What follows belongs to an exercise in optimizing a design on an open flow for small area and a short achievable clock period; a production flow would make more cautious choices.
The RTL was checked by simulation tests, not by an equivalence proof against the original design.

run A:
Design ddc_core, start of the top module:
module ddc_core
(
    input  logic        ADC_CLK,
    input  logic        RST_N,
    input  logic [11:0] ADC_IN,
    input  logic        ENC_SW,
    input  logic        ENC_DIR,
    input  logic        ENC_CNT,
    input  logic        ENC_CLK,
    input  logic        DATA_ACK,
    output logic [15:0] OUT,
    output logic        DATA_RDY
);
export LEC_CHECK = 0
export ABC_AREA = 1
export CAP_MARGIN = 20
export CORE_MARGIN = 2
export CORE_UTILIZATION = 40
export CTS_BUF_LIST = sky130_fd_sc_hd__clkbuf_8 sky130_fd_sc_hd__clkbuf_16
export CTS_CLUSTER_DIAMETER = 50
export CTS_CLUSTER_SIZE = 24
export SLEW_MARGIN = 20
create_clock -name core_clock -period 8.0 [get_ports {ADC_CLK}]
standard.sh (not shown) runs the stock make flow with config.mk's settings and CLKGATE_MAP_FILE= SYNTH_SCRIPT=/design/flow/synth_recipe.tcl, a recipe that flattens the netlist after the stock synthesis.
==> flow/flow/run.sh <==
#!/bin/bash
# Own layout flow: the standard ORFS flow (standard.sh, unchanged synthesis script and
# constraints) with a few extra ORFS settings:
#  - port buffers are buf_4 cells instead of the default pick,
#  - the resizer may swap cells across footprints,
#  - timing repair aims at a larger setup margin.
set -euo pipefail
bash standard.sh \
  "SETUP_SLACK_MARGIN=${MARGIN:-5.25}" \
  "MATCH_CELL_FOOTPRINT=0" \
  "BUFFER_PORTS_ARGS=-buffer_cell sky130_fd_sc_hd__buf_4" \
  finish > standard_flow.log 2>&1
Setup changes, run A to run B
- an added PLACE_DENSITY of 0.75
- an added SETUP_SLACK_MARGIN of 5
- a change of CORE_UTILIZATION from 40 to 60
- a deleted CTS_CLUSTER_DIAMETER that had been 50
- a deleted CTS_BUF_LIST that had been sky130_fd_sc_hd__clkbuf_8 sky130_fd_sc_hd__clkbuf_16
- a deleted CTS_CLUSTER_SIZE that had been 24
==> flow/run.sh (new file) <==
#!/bin/bash
# synth_recipe.tcl (not shown) runs the flow's synth.tcl, then flattens the netlist and writes it again
# the make line also repeats each setting of config.mk as NAME=value (left out here)
make -C /OpenROAD-flow-scripts/flow DESIGN_CONFIG=/design/flow/config.mk WORK_HOME=/design/flow/orfs CLKGATE_MAP_FILE= SYNTH_SCRIPT=/design/flow/synth_recipe.tcl finish
removed: flow/flow/run.sh
removed: flow/standard.sh
Notes after the runs:
Across both runs, worst reg-to-reg path cell count was higher for run B than for run A. Run B completed end to end with timing, DRC and antenna clean. Compared with run A, in run B full die area went down 38000 sq um, number of ordinary inverters in the final layout closely matched the old numbers, clock-buffer cell count +1.9%, maximum number of pins on one net before global-route repair rose by 7.
[inputs] run C vs run B
- removing PLACE_DENSITY (formerly 0.75)
- removing SETUP_SLACK_MARGIN (formerly 5)
- changing CORE_UTILIZATION from 60 to 40
==> flow/flow/run.sh (new file) <==
#!/bin/bash
# Own layout flow: the standard ORFS flow (standard.sh, unchanged synthesis script and
# constraints) with a few extra ORFS settings:
#  - port buffers are buf_4 cells instead of the default pick,
#  - the resizer may swap cells across footprints,
#  - timing repair aims at a larger setup margin.
set -euo pipefail
bash standard.sh \
  "SETUP_SLACK_MARGIN=${MARGIN:-5.25}" \
  "MATCH_CELL_FOOTPRINT=0" \
  "BUFFER_PORTS_ARGS=-buffer_cell sky130_fd_sc_hd__buf_4" \
  finish > standard_flow.log 2>&1
==> flow/standard.sh (new file) <==
#!/bin/bash
# synth_recipe.tcl (not shown) runs the flow's synth.tcl, then flattens the netlist and writes it again
# the make line also repeats each setting of config.mk as NAME=value (left out here)
make -C /OpenROAD-flow-scripts/flow DESIGN_CONFIG=/design/flow/config.mk WORK_HOME=/design/flow/orfs CLKGATE_MAP_FILE= SYNTH_SCRIPT=/design/flow/synth_recipe.tcl "${@:-finish}"
removed: flow/run.sh
### Flow results
Run C ended with less core utilization than run B.
Post-detailed-routing wire length (run C / run B): 1.06
Looking at sequential share of layout area, run C sits 1.8 points lower than run B does.
In the final design statistics, run C uses more standard cells in total than run B.
Taking run B as the reference, in run C area fraction of clock buffers and clock inverters stayed essentially flat, number of nets in the layout grew by 141, count of plain and timing-repair buffers went up by 134.
NOTE: die area in run C exceeds that of run B
Worst slack after detailed placement for run C is higher than for run B.
Run B vs run C, destination of the critical timing path: mb_q1[8]$_DFF_PN0_ vs OUT[15]
Critical path depth came out lower on run C than on run B.
#### Input delta (run D over run C)
-- flow/flow/run.sh --
<<< run C, line 7
set -euo pipefail
bash standard.sh \
  "SETUP_SLACK_MARGIN=${MARGIN:-5.25}" \
  "MATCH_CELL_FOOTPRINT=0" \
  "BUFFER_PORTS_ARGS=-buffer_cell sky130_fd_sc_hd__buf_4" \
>>> run D, line 7
set -euo pipefail
bash standard.sh \
  "SETUP_SLACK_MARGIN=${MARGIN:-5.4}" \
  "MATCH_CELL_FOOTPRINT=0" \
  "BUFFER_PORTS_ARGS=-buffer_cell sky130_fd_sc_hd__buf_4" \
[summary]
Going from run C to run D, vias per cell moved up, total die area stayed essentially flat. Against run C as the reference, run D delivers a higher global routing usage summed across all routing layers. Via total after detailed routing (run D over run C): increase, 1277. Diff run C..run D | residual overflow from global routing | unchanged. Across both runs, area added between synthesis and finish was higher for run D than for run C. Taking run C as the reference, in run D wire length went up; fraction of area in multi-input gates has increased.
diff inputs: run D => run E
- PLACE_DENSITY now 0.75, previously not set
- CORE_UTILIZATION now 60, was 40
-- flow/flow/run.sh --
<<< run D, line 7
set -euo pipefail
bash standard.sh \
  "SETUP_SLACK_MARGIN=${MARGIN:-5.4}" \
  "MATCH_CELL_FOOTPRINT=0" \
  "BUFFER_PORTS_ARGS=-buffer_cell sky130_fd_sc_hd__buf_4" \
>>> run E, line 7
set -euo pipefail
bash standard.sh \
  "SETUP_SLACK_MARGIN=${MARGIN:-5.25}" \
  "MATCH_CELL_FOOTPRINT=0" \
  "BUFFER_PORTS_ARGS=-buffer_cell sky130_fd_sc_hd__buf_4" \
Results
- Run E closes out successfully: all stages finished, all timing, DRC and antenna checks passed.
- Run E against run D: area of all sequential standard cells saw little to no change, standard cell core area saw a decrease, total of fill cells in the finished design saw a decrease, die area saw a decrease.
- Source of the critical timing path: out_q[1]$_DFFE_PN0P_ -> run D, x_q[3]$_DFF_PN0_ -> run E
- Summary of run E over run D: count of clock-buffer cells in the layout rose by 3.8%, area of the multi-input gates fell by 5.6%.
Setup changes, run E to run F
- CTS_CLUSTER_SIZE: unset -> 20
- CORE_UTILIZATION: 60 -> 40
- PLACE_DENSITY: 0.75 -> unset
- CTS_CLUSTER_DIAMETER: unset -> 60
-- flow/flow/run.sh --
<<< run E, line 7
set -euo pipefail
bash standard.sh \
  "SETUP_SLACK_MARGIN=${MARGIN:-5.25}" \
  "MATCH_CELL_FOOTPRINT=0" \
  "BUFFER_PORTS_ARGS=-buffer_cell sky130_fd_sc_hd__buf_4" \
>>> run F, line 7
set -euo pipefail
bash standard.sh \
  "SETUP_SLACK_MARGIN=${MARGIN:-5.1}" \
  "MATCH_CELL_FOOTPRINT=0" \
  "BUFFER_PORTS_ARGS=-buffer_cell sky130_fd_sc_hd__buf_4" \
[summary]
- Taking run E as the reference, in run F chip width grew by 22%; fraction of the core area covered by cells at the end of the flow saw a decrease.
- Post-detailed-route via-to-cell ratio shrinks by a little under 10% when moving from run E to run F.
- Smallest hold slack: run F vs run E, no meaningful difference
- Chip height was lower in the run labelled run E.

==> afterwards: timing with drivers on the ports <==
In the flow no input, the clock included, has a driving cell. The finished layouts below were timed again as built, in two steps. Step 1 (the two cells are an assumption about what drives the block):
set clk [get_ports {ADC_CLK}]
set_driving_cell -lib_cell sky130_fd_sc_hd__clkbuf_16 $clk
set_driving_cell -lib_cell sky130_fd_sc_hd__buf_2 [delete_from_list [all_inputs] $clk]
Step 2 adds t to the input delays and takes it off the output delays; t is the mean of the earliest and latest rising clock arrival at the registers after step 1. Input paths then give back, and output paths get back, about the clock's delay inside the block. Three values: ideal ports, drivers, drivers and shift; two values: the first two.
run	t, ns	setup slack, ns	hold slack, ns	worst setup path after step 2	worst slew at a driven data input, ns
run A	0.720	5.189 / 5.126 / 4.796	0.346 / 0.346 / 0.346	input to register	0.07
run B	0.680	5.015 / 4.963 / 4.515	0.347 / 0.347 / 0.347	input to register	0.06
run C	0.704	5.203 / 5.139 / 4.791	0.345 / 0.345 / 0.345	input to register	0.07
run D	0.708	5.160 / 5.096 / 4.876	0.344 / 0.344 / 0.344	input to register	0.08
run E	0.683	5.158 / 5.136 / 4.803	0.347 / 0.347 / 0.347	input to register	0.06
run F	0.710	5.147 / 5.103 / 4.775	0.346 / 0.346 / 0.346	input, reset recovery	0.06
After both steps every run listed still meets setup and hold. For run B, which loses most, drivers alone change the setup slack by -0.052 ns; drivers and shift together by -0.500 ns. The worst setup slack also covers recovery checks on asynchronous resets.
